This design comes from an exercise in tuning for a short achievable clock period, few clock cycles per item and low power on the open sky130 flow, not from production work.
At most, simulation tests tie the RTL to the original design; equivalence was not proved.
No activity file was given, so power comes from the tool's default toggle rates.

## fmul_pipe
module fmul_pipe
#(
    parameter int EXP   = 8,
    parameter int FRAC  = 23,
    parameter int WIDTH = EXP + FRAC + 1
) (
    input  logic              clk,
    input  logic              rst,
    input  logic              in_valid,
    output logic              in_ready,
    input  logic [WIDTH-1:0]  a,
    input  logic [WIDTH-1:0]  b,
    input  logic [1:0]        round_mode,
    output logic              out_valid,
    input  logic              out_ready,
    output logic [WIDTH-1:0]  r,
    output logic [NFLAGS-1:0] flags
);
    logic acc;
    assign acc = in_valid & in_ready;
    logic [7:0]  ea, eb;
    logic [22:0] fa, fb;
    assign ea = a[30:23]; assign fa = a[22:0];
    assign eb = b[30:23]; assign fb = b[22:0];
    logic za, zb, ia, ib, na, nb;
    assign za = (ea == 8'd0) & (fa == 23'd0);
    assign zb = (eb == 8'd0) & (fb == 23'd0);
    assign ia = (&ea) & (fa == 23'd0);
    assign ib = (&eb) & (fb == 23'd0);
    assign na = (&ea) & (|fa);
    assign nb = (&eb) & (|fb);
    logic w_nan, w_inf, w_spec;
    assign w_nan  = na | nb | ((ia | ib) & (za | zb));
    assign w_inf  = ~w_nan & (ia | ib);
    assign w_spec = na | nb | ia | ib | za | zb;
    logic [23:0] ma, mb;
    assign ma = {|ea, fa};
    assign mb = {|eb, fb};
    logic [9:0] w_esum;
    assign w_esum = 10'({2'b0, (ea == 8'd0) ? 8'd1 : ea}) + 10'({2'b0, (eb == 8'd0) ? 8'd1 : eb}) - 10'd127;
    logic [4:0] lza, lzb;
  ...
Size: ~3600 cells after synthesis, about 620 flip-flops.
clock: 8.0 ns
lec_check: 0
abc_clock_period_in_ps: 3000
cap_margin: 20
core_margin: 2
core_utilization: 40
slew_margin: 20
run.sh (not shown) runs the stock make flow with config.mk's settings and CLKGATE_MAP_FILE= SYNTH_SCRIPT=/design/flow/synth_recipe.tcl, a recipe that flattens the netlist after the stock synthesis.
The baseline ran to the end with no violations.
Next try:
Settings changed: ABC_CLOCK_PERIOD_IN_PS 3000 to not set.
Effect: The changed run finished clean; design area does not change; critical path depth is unchanged; wire length is unchanged; area after synthesis is unchanged.
No run of this note included a check of the RTL's function; only the layout flow was run.

Another version of the RTL of fmul_pipe (not shown whole).
Size: roughly 3400 cells after synthesis, about 460 flip-flops.
Settings: LEC_CHECK=0, CAP_MARGIN=20, CORE_MARGIN=2, CORE_UTILIZATION=40, SETUP_SLACK_MARGIN=4.3, SLEW_MARGIN=20; clock period 8.0 ns.
Testbench counts at the start, summed over its fixed seeds: cycles 32,032, items 32,000.
Edit:
CTS_CLUSTER_DIAMETER = 150   (was not set)
CTS_CLUSTER_SIZE = 20   (was not set)
GPL_ROUTABILITY_DRIVEN = 0   (was not set)
What happened: Synthesized area is unchanged. Design area is lower by 2.3%. Setup slack is better by 16 ps. Core utilization falls by 1.1 points. Sequential share of layout area increases by 0.62 points. Synthesized cell count does not change. Register-to-register slack is about the same. First-iteration DRC count rises by 7.3%. Power is lower by 7.2%. Critical path depth went up by 1. Die area is unchanged.
Edit:
ABC_AREA = 1   (was not set)
GPL_ROUTABILITY_DRIVEN = not set   (was 0)
SETUP_SLACK_MARGIN = 4.2   (was 4.3)
After rerunning: The changed run completed with no timing, DRC or antenna violations. First-iteration DRC count came out higher by 14%. Synthesized cell count came out higher by 26%. Worst setup slack degrades by 46 ps. Clock power came out higher by about 5%. Wire length stays flat. Final area came out higher by 0.44%. Core utilization came out lower by 1.4 points. Final cell count came out higher by 17%. Global-route usage came out lower by 0.94 points. Power came out lower by 0.72%. Critical path depth came out lower by 1.
Edit:
SETUP_SLACK_MARGIN = 4.45   (was 4.2)
- maximum frequency goes up by 2.5%
- global-route usage goes up by 1.6 points
- die area is unchanged
- combinational power goes up by about 8%
- sequential share of layout area goes down by 1.4 points
- critical path depth does not change
Edit:
SETUP_SLACK_MARGIN = 4.3   (was 4.45)
After rerunning: The changed run finished clean. Hold slack loses 5.1 ps. Register-to-register slack is better by 40 ps. Sequential cell count is unchanged. Global-route usage decreases by 1.2 points. Area after synthesis does not change. Critical path depth stays the same.
Edit:
ABC_AREA = not set   (was 1)
After rerunning:
- clock-buffer cell count goes up by 1
- global-route usage goes up by 0.55 points
- setup slack loses 85 ps
- design area is lower slightly
- die area fell by a few percent
- fmax fell by a few percent
- total power hardly moves
- register-to-register slack degrades by 40 ps
- via count is lower by roughly a tenth
- sequential share of layout area went up by 0.41 points
- critical path depth grows by 1

-- static timing again, ports no longer ideal --
Ports are ideal in the flow. The routed layouts listed here were re-timed in OpenROAD.
Step 1 assumes that a clkbuf_16 drives the clock port and a buf_2 every other input.
Step 2, shift: input delay + t, output delay - t, t = (earliest + latest rising clock arrival at the registers) / 2. This alone moves slack from input paths to output paths.
a / b / c = ideal / step 1 / step 2; a / b = the first two.
run | t, ns | setup WS [ns] | hold slack, ns | worst data-port slew with drivers (ns)
the first run of note 1 | 0.700 | 3.607 / 3.607 / 3.571 | 0.306 / 0.306 / 0.306 | 0.06
the second run of note 1 | 0.700 | 3.607 / 3.607 / 3.571 | 0.306 / 0.306 / 0.306 | 0.06
the first run of note 2 | 0.681 | 4.301 / 4.346 / 3.664 | 0.325 / 0.325 / 0.325 | 0.04
the second run of note 2 | 0.669 | 4.317 / 4.360 / 3.696 | 0.331 / 0.331 / 0.331 | 0.04
the third run of note 2 | 0.670 | 4.271 / 4.271 / 3.743 | 0.323 / 0.323 / 0.323 | 0.05
the fourth run of note 2 | 0.657 | 4.362 / 4.362 / 3.858 | 0.332 / 0.332 / 0.332 | 0.06
the fifth run of note 2 | 0.667 | 4.402 / 4.402 / 3.780 | 0.327 / 0.327 / 0.327 | 0.06
the sixth run of note 2 | 0.669 | 4.317 / 4.360 / 3.696 | 0.331 / 0.331 / 0.331 | 0.04
After both steps setup and hold are still met in every run listed. For the first run of note 2, which loses most, drivers alone change the setup slack by +0.045 ns; drivers and shift together by -0.637 ns.
